What follows belongs to an exercise in optimizing a design on an open flow for small area, a short achievable clock period and few clock cycles per item; a production flow would make more cautious choices. At most, simulation tests tie the RTL to the original design; equivalence was not proved. No activity file was given, so power comes from the tool's default toggle rates.

build 8:
==> flow/design.v (excerpt) <==
module sorted_insert_list #(
	parameter int CAPACITY = sil_pkg::CAPACITY_DEF
) (
	input  logic                              clk,
	input  logic                              arst_n,
	input  logic                              start,
	input  logic signed [sil_pkg::VALUE_W-1:0] value,
	output logic                              busy,
	output logic                              strobe,
	output logic signed [sil_pkg::VALUE_W-1:0] element,
	output logic [sil_pkg::POS_W-1:0]         position,
	output logic                              last,
	output logic                              rejected
);
Size: about 1500 cells after synthesis, roughly 620 flip-flops, ~19000 sq um of cells after synthesis.
export LEC_CHECK = 0
export CAP_MARGIN = 20
export CORE_MARGIN = 2
export CORE_UTILIZATION = 72
export CTS_CLUSTER_DIAMETER = 100
export CTS_CLUSTER_SIZE = 25
export SETUP_SLACK_MARGIN = 3.3
export SLEW_MARGIN = 20
create_clock -name core_clock -period 5.5 [get_ports {clk}]
run.sh (not shown) runs the stock make flow with config.mk's settings and CLKGATE_MAP_FILE= SYNTH_SCRIPT=/design/flow/synth_recipe.tcl, a recipe that flattens the netlist after the stock synthesis.
Testbench counts of build 8, summed over its fixed seeds: cycles 24,799, items 2,755.
[inputs] build 56 vs build 8
- CTS_CLUSTER_SIZE changed from 25 to 40
- CORE_UTILIZATION changed from 72 to 60
- CTS_CLUSTER_DIAMETER changed from 100 to 60
--- outcome ---
- Build 56 did not stop at any stage, and its layout met the timing, design-rule and antenna checks.
- Higher number of levels the H-tree was split into goes to build 56 over build 8.
- Diff build 8 -> build 56 | initial cell density of the core | decrease of 13 points
- Required time of the worst setup path: build 56 vs build 8 down 0.05 ns
- On flip-flop and latch count after synthesis, build 56 and build 8 are basically level.
- Build 56 has slew at the pin closest to its max-slew limit above what build 8 had.
- Non-clock buffer count: build 56 and build 8 compared, higher one is build 56
- Looking at static power due to leakage, build 56 sits 0.28 nW above build 8.
- [build 56 vs build 8] wire length: higher in build 56
--- input diff build 56..build 95 ---
- CTS_CLUSTER_DIAMETER: 60 -> 100
- CTS_CLUSTER_SIZE: 40 -> 25
==> comparison <==
Build 56 -> build 95: cell count decreased slightly. First-iteration DRC count up about 6% in build 95 wrt build 56. Both conditions hold for build 95: the flow ran to the end and the final layout passed the timing, design-rule and antenna checks. Cmp build 95 vs build 56: clock network fraction of design power lower in build 95.


## lane 5
Another version of the RTL of sorted_insert_list (not shown whole).
For scale: roughly 1,600 cells after synthesis, ~570 flip-flops, ~75 I/O pins, about 18,000 µm² of cells after synthesis.
==> flow/design.v (excerpt) <==
module sorted_insert_list #(
	parameter int CAPACITY = sil_pkg::CAPACITY_DEF
) (
	input  logic                              clk,
	input  logic                              arst_n,
	input  logic                              start,
	input  logic signed [sil_pkg::VALUE_W-1:0] value,
	output logic                              busy,
	output logic                              strobe,
	output logic signed [sil_pkg::VALUE_W-1:0] element,
	output logic [sil_pkg::POS_W-1:0]         position,
	output logic                              last,
	output logic                              rejected
);
make LEC_CHECK=0 CAP_MARGIN=20 CORE_MARGIN=2 CORE_UTILIZATION=60 SLEW_MARGIN=20 finish   # period 5.5 ns
Lane 5 completed; timing, DRC and antenna clean
Edits applied to the flow inputs when going from lane 5 to lane 1:
- setting SETUP_SLACK_MARGIN to 3.0 for the first time
[summary]
From lane 5 to lane 1 the numbers moved as follows: maximum fanout count along the critical path went down; global-route usage went up; via count went up. Lane 5 → lane 1: reported net switching power rose 6.6%, area added between synthesis and finish now larger. Lane 1 vs lane 5, pin count of the biggest net entering global routing went down by about 37%. Lane 1 ended up with a higher core utilization than lane 5 did.
No run of this note included a check of the RTL's function; only the layout flow was run.


Setup of wip/violet:
sorted_insert_list, a different RTL version from the one above (not shown whole).
Size in the first run: roughly 570 flip-flops, about 75 I/O pins, about 17000 sq um of cells after synthesis.
==> flow/config.mk <==
export PLATFORM = sky130hd
export DESIGN_NAME = sorted_insert_list
export DESIGN_NICKNAME = sorted_insert_list
export VERILOG_FILES = /design/flow/design.v
export SDC_FILE = /design/flow/constraint.sdc
export NUM_CORES = 4
export LEC_CHECK = 0
export CAP_MARGIN = 20
export CORE_MARGIN = 2
export CORE_UTILIZATION = 60
export CTS_BUF_LIST = sky130_fd_sc_hd__clkbuf_4 sky130_fd_sc_hd__clkbuf_8
export CTS_CLUSTER_SIZE = 30
export SETUP_SLACK_MARGIN = 2.5
export SLEW_MARGIN = 20
==> flow/constraint.sdc <==
create_clock -name core_clock -period 5.5 [get_ports {clk}]
set_input_delay 1.1000 -clock core_clock [delete_from_list [all_inputs] [get_ports {clk}]]
set_output_delay 1.1000 -clock core_clock [all_outputs]
set_load 0.01 [all_outputs]
#### Input delta (wip/willow over wip/violet)
- CTS_BUF_LIST no longer set, was sky130_fd_sc_hd__clkbuf_4 sky130_fd_sc_hd__clkbuf_8
- SETUP_SLACK_MARGIN now 3.5, was 2.5
- CTS_CLUSTER_SIZE no longer set, was 30
- ABC_CLOCK_PERIOD_IN_PS now 2000, previously not set
wip/willow ends up with lower clock share of power than wip/violet does. Compared with wip/violet, wip/willow instantiates a larger number of cells. On relative area change from synthesis to final layout, the higher figure sits with wip/willow, not wip/violet.
> inputs changed (wip/willow -> wip/sierra)
- ABC_CLOCK_PERIOD_IN_PS removed (was 2000)
- SETUP_SLACK_MARGIN changed from 3.5 to 2.5
Between wip/sierra and wip/willow, the difference in final clock period utilization by the worst path is negligible. The hold slack was comparable across wip/sierra and wip/willow. Changes observed in wip/sierra relative to wip/willow: utilization down 10 points; routing usage on met3 down 3.8 points; total die area flat. wip/willow → wip/sierra: maximum ir drop on the vdd rail saw a decrease, worst setup slack was more or less identical, final wirelength down 20%, wire length of the first global-routing pass has decreased. When wip/sierra is set beside wip/willow, its area of all placed cells without fillers turns out to be 13% smaller. Reported for wip/sierra and wip/willow, count of input and output buffers turned out identical to the last digit.
What wip/cedar does differently from wip/sierra at the input level:
- setting ABC_CLOCK_PERIOD_IN_PS to 1000 for the first time
- changing SETUP_SLACK_MARGIN from 2.5 to 3.5
### Flow results
For the placed standard-cell area, wip/cedar came in about 0.55% higher than wip/sierra did.
Against wip/sierra, wip/cedar reports a via count of the first global-routing pass that is higher.
Looking only at design area, and setting everything else aside, the higher value of wip/cedar and wip/sierra goes to wip/cedar.
Overall routing resource usage is lower on wip/sierra
Critical path depth ended up 2 higher on wip/cedar than on wip/sierra.
In wip/cedar, the TritonCTS buffer count came out about 1.9% below the value in wip/sierra.
Cmp wip/cedar vs wip/sierra: end-of-flow core utilization higher in wip/cedar
On number of vias in the routed layout: wip/cedar sits above wip/sierra.
wip/cedar ended with more fraction of power consumed by combinational cells than wip/sierra.
No functional check of the RTL was part of any run of this note.


The RTL this note starts from:
==> flow/design.v <==
package sil_pkg;
	localparam int CAPACITY_DEF = 16;
	localparam int VALUE_W      = 32;
	localparam int POS_W        = 4;
endpackage
module sil_ctrl (
	input  logic        clk,
	input  logic        arst_n,
	input  logic        start,
	input  logic        lt_d,       
	output logic        pk_en,      
	output logic        xfer,       
	output logic        sel_k,      
	output logic        dload,      
	output logic [16:1] msel,       
	output logic        busy,
	output logic        strobe,
	output logic [3:0]  position,
	output logic        last,
	output logic        rejected
);
	logic [4:0]  n_q;        
	logic [3:0]  ph_q;       
	logic [3:0]  rem_q;      
	logic        z_q;        
	logic        act_q;      
	logic        grow_q;     
	logic        placed_q;   
	logic        selk_q;     
	logic        pv_q;       
	logic        npv_q;      
	logic        xfer_q;     
	logic        dload_q;    
	logic [16:1] msel_q;     
	logic        strobe_q;
	logic [3:0]  pos_q;
	logic        last_q;
	logic        rej_q;
	logic z;
	logic take;
	logic dtake;
	logic ptake;
	logic nstart;
	logic inc;
	logic n0, n1, n15, n16;
	assign z      = z_q;
	assign n0     = (n_q == 5'd0);
	assign n1     = (n_q == 5'd1);
	assign n15    = (n_q == 5'd15);
	assign n16    = n_q[4];
	assign take   = start && npv_q;
	assign dtake  = take && dload_q;
	assign ptake  = take && !dload_q;
	assign nstart = xfer_q || dtake;
	assign inc    = act_q && grow_q && z;
	logic [4:0] n_d;
	logic [3:0] rem_d;
	logic       z_d;
	logic       act_d;
	logic       grow_d;
	logic       placed_d;
	logic       pv_d;
	logic       dload_d;
	logic       inc2;
	assign n_d = n_q + {4'd0, inc};
	always_comb begin
		if (!z) begin
			rem_d = rem_q - 4'd1;
			z_d   = (rem_q == 4'd1);
		end else if (nstart) begin
			rem_d = (n16 || (n15 && inc)) ? 4'd15 : 4'(n_d);
			z_d   = dload_q;
		end else begin
			rem_d = (n0 || inc) ? n_q[3:0] : n_q[3:0] - 4'd1;
			z_d   = n0 || (n1 && !inc);
		end
	end
	assign act_d    = nstart || (act_q && !z);
	assign grow_d   = nstart ? !(n16 || (n15 && inc)) : grow_q;
	assign placed_d = !z && (placed_q || selk_q);
	assign pv_d     = (!npv_q && !xfer_q) || ptake;
	assign dload_d  = n0 && !inc && !act_d;
	assign inc2     = (act_q && grow_q && !z && (rem_q == 4'd2)) ||
	                  (xfer_q && ((n1 && !inc) || (n0 && inc)));
	always_ff @(posedge clk or negedge arst_n) begin
		if (!arst_n) begin
			n_q      <= '0;
			rem_q    <= '0;
			z_q      <= 1'b1;
			act_q    <= 1'b0;
			selk_q   <= 1'b0;
			pv_q     <= 1'b0;
			npv_q    <= 1'b1;
			xfer_q   <= 1'b0;
			dload_q  <= 1'b1;
			msel_q   <= 16'd1;
			strobe_q <= 1'b0;
		end else begin
			n_q      <= n_d;
			rem_q    <= rem_d;
			z_q      <= z_d;
			act_q    <= act_d;
			selk_q   <= act_d && grow_d && (z_d || placed_d || lt_d);
			pv_q     <= pv_d;
			npv_q    <= !pv_d;
			xfer_q   <= z_d && pv_d;
			dload_q  <= dload_d;
			if (dload_d)   msel_q <= 16'd1;
			else if (inc2) msel_q <= {msel_q[15:1], 1'b0};
			strobe_q <= act_q;
		end
	end
	always_ff @(posedge clk) begin
		ph_q     <= z ? 4'd0 : ph_q + 4'd1;
		grow_q   <= grow_d;
		placed_q <= placed_d;
		pos_q    <= ph_q;
		last_q   <= z;
		rej_q    <= !grow_q;
	end
	assign pk_en    = npv_q;
	assign xfer     = xfer_q;
	assign sel_k    = selk_q;
	assign dload    = dload_q;
	assign msel     = msel_q;
	assign busy     = pv_q;
	assign strobe   = strobe_q;
	assign position = pos_q;
	assign last     = last_q;
	assign rejected = rej_q;
endmodule
module sil_datapath #(
	parameter int CAPACITY = sil_pkg::CAPACITY_DEF
) (
	input  logic                               clk,
	input  logic                               pk_en,
	input  logic                               xfer,
	input  logic                               sel_k,
	input  logic                               dload,
	input  logic [16:1]                        msel,
	input  logic signed [sil_pkg::VALUE_W-1:0] value,
	output logic                               lt_d,
	output logic signed [sil_pkg::VALUE_W-1:0] element
);
	localparam int W = sil_pkg::VALUE_W;
	function automatic logic less(input logic [W-1:0] a, input logic [W-1:0] b);
		logic [W-1:0] l, g;
		for (int i = 0; i < W; i++) begin
			if (i == W - 1) begin
				l[i] = a[i] & ~b[i];
				g[i] = ~a[i] & b[i];
			end else begin
				l[i] = ~a[i] & b[i];
				g[i] = a[i] & ~b[i];
			end
		end
		for (int s = 1; s < W; s = s * 2) begin
			for (int i = 0; i + s < W; i = i + 2 * s) begin
				l[i] = l[i+s] | (~g[i+s] & l[i]);
				g[i] = g[i+s] | (~l[i+s] & g[i]);
			end
		end
		less = l[0];
	endfunction
	logic signed [W-1:0] cells_q [CAPACITY];
	logic signed [W-1:0] k_q;      
	logic signed [W-1:0] pk_q;     
	logic signed [W-1:0] head_q;   
	logic signed [W-1:0] hn_q;     
	logic signed [W-1:0] out;
	logic signed [W-1:0] hn_d;
	assign out = sel_k ? k_q : head_q;
	always_comb begin
		hn_d = '0;
		if (msel[1]) begin
			hn_d = dload ? value : hn_q;
		end else begin
			if (msel[2]) hn_d = out;
			for (int p = 2; p < CAPACITY; p++) begin
				if (msel[18-p]) hn_d = hn_d | cells_q[p];
			end
		end
	end
	assign lt_d = less(xfer ? pk_q : k_q, hn_q);
	always_ff @(posedge clk) begin
		for (int i = 0; i < CAPACITY - 1; i++) cells_q[i] <= cells_q[i+1];
		cells_q[CAPACITY-1] <= out;
		if (dload)      k_q <= value;
		else if (xfer)  k_q <= pk_q;
		else if (sel_k) k_q <= head_q;
		if (pk_en) pk_q <= value;
		head_q <= hn_q;
		hn_q   <= hn_d;
	end
	assign element = cells_q[CAPACITY-1];
endmodule
module sorted_insert_list #(
	parameter int CAPACITY = sil_pkg::CAPACITY_DEF
) (
	input  logic                              clk,
	input  logic                              arst_n,
	input  logic                              start,
	input  logic signed [sil_pkg::VALUE_W-1:0] value,
	output logic                              busy,
	output logic                              strobe,
	output logic signed [sil_pkg::VALUE_W-1:0] element,
	output logic [sil_pkg::POS_W-1:0]         position,
	output logic                              last,
	output logic                              rejected
);
	logic       lt_d;
	logic       pk_en;
	logic       xfer;
	logic       sel_k;
	logic       dload;
	logic [16:1] msel;
	sil_ctrl u_ctrl (
		.clk      (clk),
		.arst_n   (arst_n),
		.start    (start),
		.lt_d     (lt_d),
		.pk_en    (pk_en),
		.xfer     (xfer),
		.sel_k    (sel_k),
		.dload    (dload),
		.msel     (msel),
		.busy     (busy),
		.strobe   (strobe),
		.position (position),
		.last     (last),
		.rejected (rejected)
	);
	sil_datapath #(
		.CAPACITY (CAPACITY)
	) u_datapath (
		.clk     (clk),
		.pk_en   (pk_en),
		.xfer    (xfer),
		.sel_k   (sel_k),
		.dload   (dload),
		.msel    (msel),
		.value   (value),
		.lt_d    (lt_d),
		.element (element)
	);
endmodule
Settings: LEC_CHECK=0, CAP_MARGIN=20, CORE_MARGIN=2, CORE_UTILIZATION=60, CTS_CLUSTER_DIAMETER=100, CTS_CLUSTER_SIZE=25, SETUP_SLACK_MARGIN=3.2, SLEW_MARGIN=20; clock period 5.5 ns.
The first run produced a clean layout.
Testbench counts at the start, summed over its fixed seeds: cycles 24,799, items 2,755.
Rerun with:
--- a/flow/config.mk
+++ b/flow/config.mk
@@ -10,5 +10,5 @@
 export CORE_UTILIZATION = 60
 export CTS_CLUSTER_DIAMETER = 100
-export CTS_CLUSTER_SIZE = 25
-export SETUP_SLACK_MARGIN = 3.2
+export CTS_CLUSTER_SIZE = 30
+export SETUP_SLACK_MARGIN = 3.4
 export SLEW_MARGIN = 20
Sequential cell count is unchanged.
Clock power decreases by about 7%.
Utilization increases by 0.83 points.
Clock skew decreases by 0.0050 ns.
Routed wire length went up by about 2%.
Rerun with:
--- a/flow/config.mk
+++ b/flow/config.mk
@@ -9,6 +9,4 @@
 export CORE_MARGIN = 2
 export CORE_UTILIZATION = 60
-export CTS_CLUSTER_DIAMETER = 100
-export CTS_CLUSTER_SIZE = 30
-export SETUP_SLACK_MARGIN = 3.4
+export SETUP_SLACK_MARGIN = 3.0
 export SLEW_MARGIN = 20
The changed run completed with no timing, DRC or antenna violations.
Hold slack is worse by 0.012 ns.
Utilization rose by 1.7 points.
Power rose by about 8%.


sorted_insert_list, a different RTL version from the one above (not shown whole).
Size: roughly 620 flip-flops, roughly 75 I/O pins, roughly 19000 µm² of cells after synthesis.
make LEC_CHECK=0 CAP_MARGIN=20 CORE_MARGIN=2 CORE_UTILIZATION=65 CTS_CLUSTER_DIAMETER=100 CTS_CLUSTER_SIZE=25 SETUP_SLACK_MARGIN=3.3 SLEW_MARGIN=20 finish   # period 5.5 ns
The baseline finished with timing, DRC and antenna clean.
Testbench counts at the start, summed over its fixed seeds: cycles 24,991, items 2,755.
Change:
--- a/flow/config.mk
+++ b/flow/config.mk
@@ -9,6 +9,6 @@
 export CORE_MARGIN = 2
-export CORE_UTILIZATION = 65
+export CORE_UTILIZATION = 60
 export CTS_CLUSTER_DIAMETER = 100
 export CTS_CLUSTER_SIZE = 25
-export SETUP_SLACK_MARGIN = 3.3
+export SETUP_SLACK_MARGIN = 3.4
 export SLEW_MARGIN = 20
Core utilization falls by 4.2 points.
Total power rose slightly.
Via count goes down slightly.
Cell count rose slightly.
Synthesized cell count is unchanged.
Change:
--- a/flow/config.mk
+++ b/flow/config.mk
@@ -12,3 +12,3 @@
 export CTS_CLUSTER_SIZE = 25
-export SETUP_SLACK_MARGIN = 3.4
+export SETUP_SLACK_MARGIN = 3.3
 export SLEW_MARGIN = 20
Effect: Via count fell by 0.61%. Utilization drops by 0.90 points. Critical path depth does not change.

==> what the ideal ports hide <==
The results above use ideal ports. As a check the final layouts listed here were re-extracted and re-timed, cells and wires unchanged.
Step 1 sets driving cells, clkbuf_16 on the clock port and buf_2 on the other inputs (assumed; they add their load-dependent delay and slew).
Step 2 adds t to the input delays and takes it off the output delays; t is the mean of the earliest and latest rising clock arrival at the registers after step 1. Input paths then give back, and output paths get back, about the clock's delay inside the block.
a / b / c = no drivers / after step 1 / after step 2; a / b = the first two.
run | t, ns | setup WS [ns] | hold slack, ns | latest minus earliest clock arrival (ns) | pins driven straight from the clock port
build 8 | 0.627 | 3.147 / 3.147 / 2.950 | 0.352 / 0.352 / 0.352 | 0.023 / 0.024 | 1
build 56 | 0.588 | 3.234 / 3.234 / 3.054 | 0.344 / 0.344 / 0.344 | 0.026 / 0.026 | 1
build 95 | 0.647 | 3.260 / 3.225 / 2.912 | 0.344 / 0.344 / 0.344 | 0.019 / 0.019 | 1
lane 5 | 0.609 | 1.131 / 1.131 / 1.131 | 0.344 / 0.344 / 0.344 | 0.019 / 0.019 | 1
lane 1 | 0.618 | 2.008 / 2.008 / 1.830 | 0.344 / 0.344 / 0.344 | 0.017 / 0.018 | 1
wip/violet | 0.653 | 2.527 / 2.527 / 2.527 | 0.328 / 0.328 / 0.328 | 0.039 / 0.040 | 1
wip/willow | 0.631 | 2.519 / 2.519 / 2.519 | 0.333 / 0.333 / 0.333 | 0.025 / 0.025 | 1
wip/sierra | 0.619 | 2.521 / 2.521 / 2.521 | 0.333 / 0.333 / 0.333 | 0.021 / 0.021 | 1
wip/cedar | 0.631 | 2.519 / 2.519 / 2.519 | 0.333 / 0.333 / 0.333 | 0.025 / 0.025 | 1
the first run of note 4 | 0.637 | 3.156 / 3.156 / 2.586 | 0.342 / 0.342 / 0.342 | 0.031 / 0.031 | 1
the second run of note 4 | 0.621 | 3.196 / 3.196 / 2.953 | 0.346 / 0.346 / 0.346 | 0.024 / 0.025 | 1
the third run of note 4 | 0.653 | 3.048 / 3.048 / 2.448 | 0.334 / 0.334 / 0.334 | 0.020 / 0.021 | 1
the first run of note 5 | 0.623 | 3.188 / 3.138 / 3.294 | 0.344 / 0.344 / 0.344 | 0.019 / 0.019 | 1
the second run of note 5 | 0.633 | 3.312 / 3.258 / 3.405 | 0.345 / 0.345 / 0.345 | 0.020 / 0.020 | 1
the third run of note 5 | 0.631 | 3.315 / 3.260 / 3.363 | 0.350 / 0.350 / 0.350 | 0.020 / 0.020 | 1
After both steps setup and hold are still met in every run listed. The setup slack of the third run of note 4, which loses most, moves by 0.000 ns with the drivers and by -0.600 ns with both steps.
